Context: an optimization exercise on an open-source flow, tuned for small area, a short achievable clock period and few clock cycles per item. The choices shown serve that exercise and are no tape-out recipe.

==> inputs of build 41 <==
## sw_top
module sw_top (
    input  logic        clk,
    input  logic        reset,
    input  logic        valid_i,
    input  logic [1:0]  ref_base_i,
    input  logic [1:0]  query_base_i,
    output logic        finish_o,
    output logic [20:0] result_o
);
    localparam int P = sw_pkg::PE_COUNT;
    localparam int W = sw_pkg::HW;
    logic         shift;
    logic [1:0]   beat_rb;
    logic         replay_start;
    logic         replay;
    logic         replay_f;
    logic [1:0]   replay_rb;
    logic         kill;
    logic         s_f;
    logic [1:0]   s_rb;
    logic [P-1:0] cap;
    logic [1:0]   bq;
    logic         a_f;
    logic [W-1:0] a_h;
    logic [W-1:0] a_cbs;
    logic [5:0]   a_cbi;
    sw_ctrl #(.P (P)) u_ctrl (
        .clk (clk), .reset (reset), .valid_i (valid_i),
        .ref_base_i (ref_base_i), .query_base_i (query_base_i),
        .replay_i (replay), .replay_f_i (replay_f), .replay_rb_i (replay_rb),
  ...
export LEC_CHECK = 0
export CAP_MARGIN = 20
export CORE_MARGIN = 2
export CORE_UTILIZATION = 40
export SLEW_MARGIN = 20
create_clock -name core_clock -period 11.0 [get_ports {clk}]
run.sh (not shown) runs the stock make flow with config.mk's settings and CLKGATE_MAP_FILE= SYNTH_SCRIPT=/design/flow/synth_recipe.tcl, a recipe that flattens the netlist after the stock synthesis.
==> trial 59: changes against build 41 <==
--- a/flow/design.v
+++ b/flow/design.v
@@ -125,237 +125,237 @@
     parameter int ROW = 1
 ) (
     input  logic                  clk,
     input  logic                  reset,
     input  logic                  kill_i,      
     input  logic                  f_i,         
     input  logic [1:0]            rb_i,        
     input  logic                  f_pk_i,      
-    input  logic [sw_pkg::HW-1:0] hu_i,        
     input  logic [2:0]            uu_i,        
     input  logic                  eu_i,        
-    input  logic [2:0]            vu_i,        
-    input  logic [sw_pkg::HW-1:0] cbf_i,       
+    input  logic [sw_pkg::HW-1:0] au_i,        
+    input  logic [sw_pkg::HW-1:0] a2_i,        
+    input  logic [sw_pkg::HW-1:0] cbs_i,       
     input  logic [5:0]            cbi_i,       
     input  logic                  cap_i,
     input  logic [1:0]            bq_i,
     output logic                  f_o,
     output logic [1:0]            rb_o,
-    output logic [sw_pkg::HW-1:0] h_o,         
     output logic [2:0]            u_o,         
     output logic                  e_o,         
-    output logic [2:0]            v_o,         
-    output logic [sw_pkg::HW-1:0] cbf_o,       
+    output logic [sw_pkg::HW-1:0] a_o,         
+    output logic [sw_pkg::HW-1:0] cbs_o,       
     output logic [5:0]            cbi_o
 );
     localparam int W = sw_pkg::HW;
     logic [1:0]   q_q;
-    logic [W-1:0] d0_q;    
-    logic         z0_q;    
     logic [2:0]   v_q;     
     logic         ed_q;    
+    logic [W-1:0] a_q;     
     logic [2:0]   a, b, s, c, m1, m2, tt;
     logic [2:0]   vl;
-    logic [1:0]   t3;      
-    logic [W-1:0] hv;
     logic [2:0]   un, vn;
-    logic         en, edn;
+    logic         z0, en, edn;
     always_comb begin
+        z0 = (ROW == 1) || f_i || (au_i == '0);
         a = uu_i + {2'b00, eu_i};
         if (ROW == 1 && f_i) begin
             b  = 3'd0;
             vl = 3'd2;
         end else begin
             b  = v_q + {2'b00, ed_q};
             vl = v_q;
         end
         s = (rb_i == q_q) ? 3'd6 : 3'd3;
-        c = (ROW == 1 || z0_q) ? 3'd4 : 3'd3;
-        m1 = sw_pkg::gt3(a, b) ? a : b;
-        m2 = sw_pkg::gt3(s, c) ? s : c;
-        tt = sw_pkg::gt3(m1, m2) ? m1 : m2;      
-        t3 = 2'(tt - 3'd3);
-        hv = ((ROW == 1) ? '0 : d0_q) + W'(t3) - W'(1);
+        c = z0 ? 3'd4 : 3'd3;
+        m1 = (a > b) ? a : b;
+        m2 = (s > c) ? s : c;
+        tt = (m1 > m2) ? m1 : m2;      
         un  = tt - vl;                 
         vn  = tt - uu_i;               
         en  = (a == tt);
         edn = (b == tt);
     end
     always_ff @(posedge clk or posedge reset) begin
         if (reset) f_o <= 1'b0;
         else       f_o <= f_i && !kill_i;
     end
     always_ff @(posedge clk) begin
         rb_o <= rb_i;
-        h_o  <= hv;
         u_o  <= un;
         e_o  <= en;
         if (cap_i) q_q <= bq_i;
         if (ROW != 1 && f_pk_i) begin
-            d0_q <= '0;
-            z0_q <= 1'b1;
             v_q  <= 3'd2;
             ed_q <= 1'b0;
         end else begin
-            d0_q <= hu_i;
-            z0_q <= (hu_i == '0);
             v_q  <= vn;
             ed_q <= edn;
         end
+        a_q <= (f_o ? '0 : a_q) + W'(u_o) - W'(2);
     end
-    assign v_o = v_q;
-    logic [W:0]   cbd;     
-    logic [W-1:0] cbn;
-    logic         cbu;
-    always_comb begin
-        cbd = {1'b0, cbf_i} + (W + 1)'(2) - {{(W - 2){1'b0}}, vu_i};
-        cbu = cbd[W];
-        cbn = cbu ? '0 : cbd[W-1:0];
-        if (ROW == sw_pkg::PE_COUNT) cbn = hu_i + cbn;
-    end
-    if (ROW == 1) begin : g_no_best
-        assign cbf_o = '0;
+    assign a_o = a_q;
+    if (ROW <= 2) begin : g_no_best
+        assign cbs_o = '0;
         assign cbi_o = '0;
     end else begin : g_best
+        logic take;
+        assign take = sw_pkg::gt7(a2_i, cbs_i);
         always_ff @(posedge clk) begin
-            cbf_o <= cbn;
-            cbi_o <= cbu ? 6'(ROW - 1) : cbi_i;
+            cbs_o <= take ? a2_i : cbs_i;
+            cbi_o <= take ? 6'(ROW - 2) : cbi_i;
         end
     end
 endmodule
 `default_nettype wire
 `timescale 1ns/1ps
 `default_nettype none
 module sw_pe_array #(
     parameter int P = sw_pkg::PE_COUNT
 ) (
     input  logic                  clk,
     input  logic                  reset,
     input  logic                  kill_i,
     input  logic                  f_i,
     input  logic [1:0]            rb_i,
     input  logic [P-1:0]          cap_i,
     input  logic [1:0]            bq_i,
-    output logic                  f_o,
-    output logic [sw_pkg::HW-1:0] h_o,
-    output logic [sw_pkg::HW-1:0] cbs_o,
-    output logic [5:0]            cbi_o
+    output logic                  f_o,         
+    output logic [sw_pkg::HW-1:0] cbs_o,       
+    output logic [5:0]            cbi_o,
+    output logic [sw_pkg::HW-1:0] a1_o,        
+    output logic [sw_pkg::HW-1:0] a_o          
 );
     localparam int W = sw_pkg::HW;
     logic         l_f   [P+1];
     logic [1:0]   l_rb  [P+1];
-    logic [W-1:0] l_h   [P+1];
     logic [2:0]   l_u   [P+1];
     logic         l_e   [P+1];
-    logic [2:0]   l_v   [P+1];
-    logic [W-1:0] l_cbf [P+1];
+    logic [W-1:0] l_a   [P+1];
+    logic [W-1:0] l_cbs [P+1];
     logic [5:0]   l_cbi [P+1];
     assign l_f[0]   = f_i;
     assign l_rb[0]  = rb_i;
-    assign l_h[0]   = '0;
     assign l_u[0]   = 3'd2;
     assign l_e[0]   = 1'b0;
-    assign l_v[0]   = 3'd2;
-    assign l_cbf[0] = '0;
+    assign l_a[0]   = '0;
+    assign l_cbs[0] = '0;
     assign l_cbi[0] = '0;
     for (genvar k = 0; k < P; k++) begin : g_pe
-        logic pk;
+        logic         pk;
+        logic [W-1:0] a2;
         if (k == 0) begin : g_pk0
             assign pk = 1'b0;
+            assign a2 = '0;
         end else begin : g_pkn
             assign pk = l_f[k-1];
+            assign a2 = l_a[k-1];
         end
         sw_pe #(.ROW (k + 1)) u_pe (
             .clk     (clk),
             .reset   (reset),
             .kill_i  (kill_i),
             .f_i     (l_f[k]),
             .rb_i    (l_rb[k]),
             .f_pk_i  (pk),
-            .hu_i    (l_h[k]),
             .uu_i    (l_u[k]),
             .eu_i    (l_e[k]),
-            .vu_i    (l_v[k]),
-            .cbf_i   (l_cbf[k]),
+            .au_i    (l_a[k]),
+            .a2_i    (a2),
+            .cbs_i   (l_cbs[k]),
             .cbi_i   (l_cbi[k]),
             .cap_i   (cap_i[k]),
             .bq_i    (bq_i),
             .f_o     (l_f[k+1]),
             .rb_o    (l_rb[k+1]),
-            .h_o     (l_h[k+1]),
             .u_o     (l_u[k+1]),
             .e_o     (l_e[k+1]),
-            .v_o     (l_v[k+1]),
-            .cbf_o   (l_cbf[k+1]),
+            .a_o     (l_a[k+1]),
+            .cbs_o   (l_cbs[k+1]),
             .cbi_o   (l_cbi[k+1])
         );
     end
     assign f_o   = l_f[P];
-    assign h_o   = l_h[P];
-    assign cbs_o = l_cbf[P];
+    assign cbs_o = l_cbs[P];
+    assign a1_o  = l_a[P-1];
     assign cbi_o = l_cbi[P];
+    assign a_o   = l_a[P];
 endmodule
 `default_nettype wire
 `timescale 1ns/1ps
 `default_nettype none
 module sw_max_tracker #(
     parameter int P = sw_pkg::PE_COUNT
 ) (
     input  logic                  clk,
     input  logic                  reset,
     input  logic                  kill_i,
     input  logic                  f_i,       
-    input  logic [sw_pkg::HW-1:0] h_i,       
     input  logic [sw_pkg::HW-1:0] cbs_i,     
     input  logic [5:0]            cbi_i,
+    input  logic [sw_pkg::HW-1:0] a1_i,      
+    input  logic [sw_pkg::HW-1:0] a_i,       
     output logic                  finish_o,
     output logic [20:0]           best_o
 );
     localparam int W = sw_pkg::HW;
+    logic         f1_q;
+    logic [W-1:0] c1s_q;
+    logic [5:0]   c1i_q;
+    logic         t1;
+    assign t1 = sw_pkg::gt7(a1_i, cbs_i);
+    always_ff @(posedge clk or posedge reset) begin
+        if (reset) f1_q <= 1'b0;
+        else       f1_q <= f_i && !kill_i;
+    end
+    always_ff @(posedge clk) begin
+        c1s_q <= t1 ? a1_i : cbs_i;
+        c1i_q <= t1 ? 6'(P - 1) : cbi_i;
+    end
     logic         act_q;
     logic [6:0]   j_q;
     logic         fin_q;
     logic [W-1:0] bs_q;
     logic [6:0]   bj_q;
     logic [5:0]   bi_q;
     logic         act;
     logic [6:0]   j;
     logic [W-1:0] cs;
     logic [5:0]   ci;
     logic [W-1:0] ps;
     logic [5:0]   pi;
     logic         take;
     always_comb begin
-        act = f_i || act_q;
-        j   = f_i ? 7'd1 : j_q;
-        if (h_i > cbs_i) begin
-            cs = h_i;
+        act = f1_q || act_q;
+        j   = f1_q ? 7'd1 : j_q;
+        if (sw_pkg::gt7(a_i, c1s_q)) begin
+            cs = a_i;
             ci = 6'(P);
         end else begin
-            cs = cbs_i;
-            ci = cbi_i;
+            cs = c1s_q;
+            ci = c1i_q;
         end
-        ps   = f_i ? '0 : bs_q;
-        pi   = f_i ? '0 : bi_q;
+        ps   = f1_q ? '0 : bs_q;
+        pi   = f1_q ? '0 : bi_q;
         take = (cs > ps) || ((cs == ps) && (ci < pi));
     end
     always_ff @(posedge clk or posedge reset) begin
         if (reset) begin
             act_q <= 1'b0;
             fin_q <= 1'b0;
         end else begin
             act_q <= act && (j != 7'(sw_pkg::REF_LEN)) && !kill_i;
             fin_q <= act && (j == 7'(sw_pkg::REF_LEN)) && !kill_i;
         end
     end
     always_ff @(posedge clk) begin
         j_q <= j + 7'd1;
         if (act) begin
-            if (f_i) begin
+            if (f1_q) begin
                 bs_q <= '0;
                 bj_q <= '0;
                 bi_q <= '0;
             end
             if (take) begin
                 bs_q <= cs;
                 bj_q <= j;
                 bi_q <= ci;
@@ -386,19 +386,20 @@
     logic         replay_f;
     logic [1:0]   replay_rb;
     logic         kill;
     logic         s_f;
     logic [1:0]   s_rb;
     logic [P-1:0] cap;
     logic [1:0]   bq;
     logic         a_f;
-    logic [W-1:0] a_h;
     logic [W-1:0] a_cbs;
     logic [5:0]   a_cbi;
+    logic [W-1:0] a_a1;
+    logic [W-1:0] a_a;
     sw_ctrl #(.P (P)) u_ctrl (
         .clk (clk), .reset (reset), .valid_i (valid_i),
         .ref_base_i (ref_base_i), .query_base_i (query_base_i),
         .replay_i (replay), .replay_f_i (replay_f), .replay_rb_i (replay_rb),
         .shift_o (shift), .beat_rb_o (beat_rb), .replay_start_o (replay_start),
         .kill_o (kill), .f_o (s_f), .rb_o (s_rb), .cap_o (cap), .bq_o (bq)
     );
     sw_seq_store #(.W (2), .DEPTH (sw_pkg::REF_LEN)) u_ref_store (
@@ -406,16 +407,16 @@
     );
     sw_sweep_counter u_replay (
         .clk (clk), .reset (reset), .start_i (replay_start),
         .active_o (replay), .first_o (replay_f)
     );
     sw_pe_array #(.P (P)) u_array (
         .clk (clk), .reset (reset), .kill_i (kill), .f_i (s_f), .rb_i (s_rb),
         .cap_i (cap), .bq_i (bq),
-        .f_o (a_f), .h_o (a_h), .cbs_o (a_cbs), .cbi_o (a_cbi)
+        .f_o (a_f), .cbs_o (a_cbs), .cbi_o (a_cbi), .a1_o (a_a1), .a_o (a_a)
     );
     sw_max_tracker #(.P (P)) u_tracker (
-        .clk (clk), .reset (reset), .kill_i (kill), .f_i (a_f), .h_i (a_h),
-        .cbs_i (a_cbs), .cbi_i (a_cbi), .finish_o (finish_o), .best_o (result_o)
+        .clk (clk), .reset (reset), .kill_i (kill), .f_i (a_f), .cbs_i (a_cbs),
+        .cbi_i (a_cbi), .a1_i (a_a1), .a_i (a_a), .finish_o (finish_o), .best_o (result_o)
     );
 endmodule
 `default_nettype wire
==> trial 23: changes against build 41 <==
--- a/flow/design.v
+++ b/flow/design.v
@@ -125,104 +125,94 @@
     parameter int ROW = 1
 ) (
     input  logic                  clk,
     input  logic                  reset,
     input  logic                  kill_i,      
     input  logic                  f_i,         
     input  logic [1:0]            rb_i,        
     input  logic                  f_pk_i,      
-    input  logic [sw_pkg::HW-1:0] hu_i,        
     input  logic [2:0]            uu_i,        
     input  logic                  eu_i,        
+    input  logic [sw_pkg::HW-1:0] au_i,        
     input  logic [2:0]            vu_i,        
     input  logic [sw_pkg::HW-1:0] cbf_i,       
     input  logic [5:0]            cbi_i,       
     input  logic                  cap_i,
     input  logic [1:0]            bq_i,
     output logic                  f_o,
     output logic [1:0]            rb_o,
-    output logic [sw_pkg::HW-1:0] h_o,         
     output logic [2:0]            u_o,         
     output logic                  e_o,         
+    output logic [sw_pkg::HW-1:0] a_o,         
     output logic [2:0]            v_o,         
     output logic [sw_pkg::HW-1:0] cbf_o,       
     output logic [5:0]            cbi_o
 );
     localparam int W = sw_pkg::HW;
     logic [1:0]   q_q;
-    logic [W-1:0] d0_q;    
-    logic         z0_q;    
     logic [2:0]   v_q;     
     logic         ed_q;    
+    logic [W-1:0] a_q;     
     logic [2:0]   a, b, s, c, m1, m2, tt;
     logic [2:0]   vl;
-    logic [1:0]   t3;      
-    logic [W-1:0] hv;
     logic [2:0]   un, vn;
-    logic         en, edn;
+    logic         z0, en, edn;
     always_comb begin
+        z0 = (ROW == 1) || f_i || (au_i == '0);
         a = uu_i + {2'b00, eu_i};
         if (ROW == 1 && f_i) begin
             b  = 3'd0;
             vl = 3'd2;
         end else begin
             b  = v_q + {2'b00, ed_q};
             vl = v_q;
         end
         s = (rb_i == q_q) ? 3'd6 : 3'd3;
-        c = (ROW == 1 || z0_q) ? 3'd4 : 3'd3;
-        m1 = sw_pkg::gt3(a, b) ? a : b;
-        m2 = sw_pkg::gt3(s, c) ? s : c;
-        tt = sw_pkg::gt3(m1, m2) ? m1 : m2;      
-        t3 = 2'(tt - 3'd3);
-        hv = ((ROW == 1) ? '0 : d0_q) + W'(t3) - W'(1);
+        c = z0 ? 3'd4 : 3'd3;
+        m1 = (a > b) ? a : b;
+        m2 = (s > c) ? s : c;
+        tt = (m1 > m2) ? m1 : m2;      
         un  = tt - vl;                 
         vn  = tt - uu_i;               
         en  = (a == tt);
         edn = (b == tt);
     end
     always_ff @(posedge clk or posedge reset) begin
         if (reset) f_o <= 1'b0;
         else       f_o <= f_i && !kill_i;
     end
     always_ff @(posedge clk) begin
         rb_o <= rb_i;
-        h_o  <= hv;
         u_o  <= un;
         e_o  <= en;
         if (cap_i) q_q <= bq_i;
         if (ROW != 1 && f_pk_i) begin
-            d0_q <= '0;
-            z0_q <= 1'b1;
             v_q  <= 3'd2;
             ed_q <= 1'b0;
         end else begin
-            d0_q <= hu_i;
-            z0_q <= (hu_i == '0);
             v_q  <= vn;
             ed_q <= edn;
         end
+        a_q <= (f_o ? '0 : a_q) + W'(u_o) - W'(2);
     end
+    assign a_o = a_q;
     assign v_o = v_q;
     logic [W:0]   cbd;     
-    logic [W-1:0] cbn;
     logic         cbu;
     always_comb begin
         cbd = {1'b0, cbf_i} + (W + 1)'(2) - {{(W - 2){1'b0}}, vu_i};
         cbu = cbd[W];
-        cbn = cbu ? '0 : cbd[W-1:0];
-        if (ROW == sw_pkg::PE_COUNT) cbn = hu_i + cbn;
     end
     if (ROW == 1) begin : g_no_best
         assign cbf_o = '0;
         assign cbi_o = '0;
     end else begin : g_best
         always_ff @(posedge clk) begin
-            cbf_o <= cbn;
+            cbf_o <= cbu ? '0 : cbd[W-1:0];
             cbi_o <= cbu ? 6'(ROW - 1) : cbi_i;
         end
     end
 endmodule
 `default_nettype wire
 `timescale 1ns/1ps
 `default_nettype none
 module sw_pe_array #(
@@ -230,35 +220,36 @@
 ) (
     input  logic                  clk,
     input  logic                  reset,
     input  logic                  kill_i,
     input  logic                  f_i,
     input  logic [1:0]            rb_i,
     input  logic [P-1:0]          cap_i,
     input  logic [1:0]            bq_i,
-    output logic                  f_o,
-    output logic [sw_pkg::HW-1:0] h_o,
-    output logic [sw_pkg::HW-1:0] cbs_o,
-    output logic [5:0]            cbi_o
+    output logic                  f_o,         
+    output logic [2:0]            v_o,         
+    output logic [sw_pkg::HW-1:0] cbf_o,       
+    output logic [5:0]            cbi_o,
+    output logic [sw_pkg::HW-1:0] a_o          
 );
     localparam int W = sw_pkg::HW;
     logic         l_f   [P+1];
     logic [1:0]   l_rb  [P+1];
-    logic [W-1:0] l_h   [P+1];
     logic [2:0]   l_u   [P+1];
     logic         l_e   [P+1];
+    logic [W-1:0] l_a   [P+1];
     logic [2:0]   l_v   [P+1];
     logic [W-1:0] l_cbf [P+1];
     logic [5:0]   l_cbi [P+1];
     assign l_f[0]   = f_i;
     assign l_rb[0]  = rb_i;
-    assign l_h[0]   = '0;
     assign l_u[0]   = 3'd2;
     assign l_e[0]   = 1'b0;
+    assign l_a[0]   = '0;
     assign l_v[0]   = 3'd2;
     assign l_cbf[0] = '0;
     assign l_cbi[0] = '0;
     for (genvar k = 0; k < P; k++) begin : g_pe
         logic pk;
         if (k == 0) begin : g_pk0
             assign pk = 1'b0;
         end else begin : g_pkn
@@ -266,104 +257,116 @@
         end
         sw_pe #(.ROW (k + 1)) u_pe (
             .clk     (clk),
             .reset   (reset),
             .kill_i  (kill_i),
             .f_i     (l_f[k]),
             .rb_i    (l_rb[k]),
             .f_pk_i  (pk),
-            .hu_i    (l_h[k]),
             .uu_i    (l_u[k]),
             .eu_i    (l_e[k]),
+            .au_i    (l_a[k]),
             .vu_i    (l_v[k]),
             .cbf_i   (l_cbf[k]),
             .cbi_i   (l_cbi[k]),
             .cap_i   (cap_i[k]),
             .bq_i    (bq_i),
             .f_o     (l_f[k+1]),
             .rb_o    (l_rb[k+1]),
-            .h_o     (l_h[k+1]),
             .u_o     (l_u[k+1]),
             .e_o     (l_e[k+1]),
+            .a_o     (l_a[k+1]),
             .v_o     (l_v[k+1]),
             .cbf_o   (l_cbf[k+1]),
             .cbi_o   (l_cbi[k+1])
         );
     end
     assign f_o   = l_f[P];
-    assign h_o   = l_h[P];
-    assign cbs_o = l_cbf[P];
+    assign v_o   = l_v[P];
+    assign cbf_o = l_cbf[P];
     assign cbi_o = l_cbi[P];
+    assign a_o   = l_a[P];
 endmodule
 `default_nettype wire
 `timescale 1ns/1ps
 `default_nettype none
 module sw_max_tracker #(
     parameter int P = sw_pkg::PE_COUNT
 ) (
     input  logic                  clk,
     input  logic                  reset,
     input  logic                  kill_i,
     input  logic                  f_i,       
-    input  logic [sw_pkg::HW-1:0] h_i,       
-    input  logic [sw_pkg::HW-1:0] cbs_i,     
+    input  logic [2:0]            v_i,       
+    input  logic [sw_pkg::HW-1:0] cbf_i,     
     input  logic [5:0]            cbi_i,
+    input  logic [sw_pkg::HW-1:0] a_i,       
     output logic                  finish_o,
     output logic [20:0]           best_o
 );
     localparam int W = sw_pkg::HW;
+    logic         f1_q;
+    logic [W-1:0] cf_q;
+    logic [5:0]   ci_q;
+    logic [W:0]   cbd;
+    logic         cbu;
+    always_comb begin
+        cbd = {1'b0, cbf_i} + (W + 1)'(2) - {{(W - 2){1'b0}}, v_i};
+        cbu = cbd[W];
+    end
+    always_ff @(posedge clk or posedge reset) begin
+        if (reset) f1_q <= 1'b0;
+        else       f1_q <= f_i && !kill_i;
+    end
+    always_ff @(posedge clk) begin
+        cf_q <= cbu ? '0 : cbd[W-1:0];
+        ci_q <= cbu ? 6'(P) : cbi_i;
+    end
     logic         act_q;
     logic [6:0]   j_q;
     logic         fin_q;
     logic [W-1:0] bs_q;
     logic [6:0]   bj_q;
     logic [5:0]   bi_q;
     logic         act;
     logic [6:0]   j;
     logic [W-1:0] cs;
-    logic [5:0]   ci;
     logic [W-1:0] ps;
     logic [5:0]   pi;
     logic         take;
     always_comb begin
-        act = f_i || act_q;
-        j   = f_i ? 7'd1 : j_q;
-        if (h_i > cbs_i) begin
-            cs = h_i;
-            ci = 6'(P);
-        end else begin
-            cs = cbs_i;
-            ci = cbi_i;
-        end
-        ps   = f_i ? '0 : bs_q;
-        pi   = f_i ? '0 : bi_q;
-        take = (cs > ps) || ((cs == ps) && (ci < pi));
+        act = f1_q || act_q;
+        j   = f1_q ? 7'd1 : j_q;
+        cs  = a_i + cf_q;
+        ps   = f1_q ? '0 : bs_q;
+        pi   = f1_q ? '0 : bi_q;
+        take = (cs > ps) || ((cs == ps) && (ci_q < pi));
     end
     always_ff @(posedge clk or posedge reset) begin
         if (reset) begin
             act_q <= 1'b0;
             fin_q <= 1'b0;
         end else begin
             act_q <= act && (j != 7'(sw_pkg::REF_LEN)) && !kill_i;
             fin_q <= act && (j == 7'(sw_pkg::REF_LEN)) && !kill_i;
         end
     end
     always_ff @(posedge clk) begin
         j_q <= j + 7'd1;
         if (act) begin
-            if (f_i) begin
+            if (f1_q) begin
                 bs_q <= '0;
                 bj_q <= '0;
                 bi_q <= '0;
             end
             if (take) begin
                 bs_q <= cs;
                 bj_q <= j;
-                bi_q <= ci;
+                bi_q <= ci_q;
             end
         end
     end
     assign finish_o = fin_q;
     assign best_o   = {{(8 - W){1'b0}}, bs_q, bj_q, bi_q};
 endmodule
 `default_nettype wire
 `timescale 1ns/1ps
@@ -386,19 +389,20 @@
     logic         replay_f;
     logic [1:0]   replay_rb;
     logic         kill;
     logic         s_f;
     logic [1:0]   s_rb;
     logic [P-1:0] cap;
     logic [1:0]   bq;
     logic         a_f;
-    logic [W-1:0] a_h;
-    logic [W-1:0] a_cbs;
+    logic [2:0]   a_v;
+    logic [W-1:0] a_cbf;
     logic [5:0]   a_cbi;
+    logic [W-1:0] a_a;
     sw_ctrl #(.P (P)) u_ctrl (
         .clk (clk), .reset (reset), .valid_i (valid_i),
         .ref_base_i (ref_base_i), .query_base_i (query_base_i),
         .replay_i (replay), .replay_f_i (replay_f), .replay_rb_i (replay_rb),
         .shift_o (shift), .beat_rb_o (beat_rb), .replay_start_o (replay_start),
         .kill_o (kill), .f_o (s_f), .rb_o (s_rb), .cap_o (cap), .bq_o (bq)
     );
     sw_seq_store #(.W (2), .DEPTH (sw_pkg::REF_LEN)) u_ref_store (
@@ -406,16 +410,16 @@
     );
     sw_sweep_counter u_replay (
         .clk (clk), .reset (reset), .start_i (replay_start),
         .active_o (replay), .first_o (replay_f)
     );
     sw_pe_array #(.P (P)) u_array (
         .clk (clk), .reset (reset), .kill_i (kill), .f_i (s_f), .rb_i (s_rb),
         .cap_i (cap), .bq_i (bq),
-        .f_o (a_f), .h_o (a_h), .cbs_o (a_cbs), .cbi_o (a_cbi)
+        .f_o (a_f), .v_o (a_v), .cbf_o (a_cbf), .cbi_o (a_cbi), .a_o (a_a)
     );
     sw_max_tracker #(.P (P)) u_tracker (
-        .clk (clk), .reset (reset), .kill_i (kill), .f_i (a_f), .h_i (a_h),
-        .cbs_i (a_cbs), .cbi_i (a_cbi), .finish_o (finish_o), .best_o (result_o)
+        .clk (clk), .reset (reset), .kill_i (kill), .f_i (a_f), .v_i (a_v),
+        .cbf_i (a_cbf), .cbi_i (a_cbi), .a_i (a_a), .finish_o (finish_o), .best_o (result_o)
     );
 endmodule
 `default_nettype wire
==> summary.txt <==
HPWL after detailed placement: trial 59 137,000 um; trial 23 146,000 um; build 41 134,000 um
Worst slew pin tran: trial 59 1080 ps; trial 23 1010 ps; build 41 1170 ps
Count of inverters other than clock inverters in the layout: trial 59 1,340; trial 23 1,742; build 41 1,612
Leading cell type by number of instances after synthesis: trial 59 sky130_fd_sc_hd__dfxtp_1; trial 23 sky130_fd_sc_hd__inv_1; build 41 sky130_fd_sc_hd__dfxtp_1
Worst slack at placement: trial 59 5800 ps; trial 23 5630 ps; build 41 6700 ps
Worst Reg-to-Reg Cells: trial 59 20; trial 23 18; build 41 16
First-pass GRT wire length: trial 59 305,000 um; trial 23 327,000 um; build 41 302,000 um
# rows: trial 59 175; trial 23 181; build 41 181
Uppermost layer routed: trial 59 met4; trial 23 met5; build 41 met5
Share of Yosys cell area claimed by the top area cell type: trial 59 0.303; trial 23 0.282; build 41 0.353
Fraction of area in multi-input gates: trial 59 0.484; trial 23 0.501; build 41 0.440
Largest incremental delay on the critical path: trial 59 600 ps; trial 23 750 ps; build 41 620 ps
Total area of multi-input combinational cells: trial 59 48,800 um2; trial 23 54,500 um2; build 41 48,200 um2
Die footprint: trial 59 231,000 um2; trial 23 249,000 um2; build 41 249,000 um2
Sequential cell area fraction in the yosys report: trial 59 0.402; trial 23 0.374; build 41 0.444
Detailed-routing wirelength on met1: trial 59 81,700 um; trial 23 89,600 um; build 41 79,900 um
Share of cells above drive strength 1: trial 59 0.0789; trial 23 0.0559; build 41 0.0485
Synthesis-to-finish area growth: trial 59 10.7%; trial 23 10.9%; build 41 11.5%
Seq cells: trial 59 1,686; trial 23 1,695; build 41 2,039
Final weighted congestion of routability-driven global placement: trial 59 0.826; trial 23 0.823; build 41 0.826
Outcome: trial 59 complete, no violations; trial 23 complete, no violations; build 41 complete, no violations
Non-Clock Buffer Area Fraction: trial 59 0.00359; trial 23 0.00315; build 41 0.00299
Area of all sequential standard cells: trial 59 36,500 um2; trial 23 36,700 um2; build 41 43,600 um2
Worst path setup slack after routing: trial 59 5740 ps; trial 23 5540 ps; build 41 6600 ps
No run of this note included a check of the RTL's function; only the layout flow was run.

static timing again, ports no longer ideal:
The flow's constraints put no driver on any port. The routed layouts listed below were extracted and timed again, unchanged, in two steps.
Step 1 sets driving cells, clkbuf_16 on the clock port and buf_2 on the other inputs (assumed; they add their load-dependent delay and slew).
Step 2 moves the port delays by t, midway between the first and last clock arrival at a register: inputs arrive t later, outputs are due t later. That takes back most of the time a late clock gives input paths.
Three values: no drivers, after step 1, after step 2; two values: the first two.
run | shift t [ns] | setup slack, ns | worst setup path at the end | latest minus earliest clock arrival (ns) | worst data-port slew with drivers (ns)
build 41 | 0.901 | 6.600 / 6.600 / 6.600 | register to register | 0.054 / 0.055 | 0.15
trial 59 | 0.887 | 5.736 / 5.736 / 5.736 | register to register | 0.038 / 0.039 | 0.15
trial 23 | 0.910 | 5.538 / 5.538 / 5.538 | register to register | 0.085 / 0.085 | 0.16
After both steps every run listed still meets setup and hold.
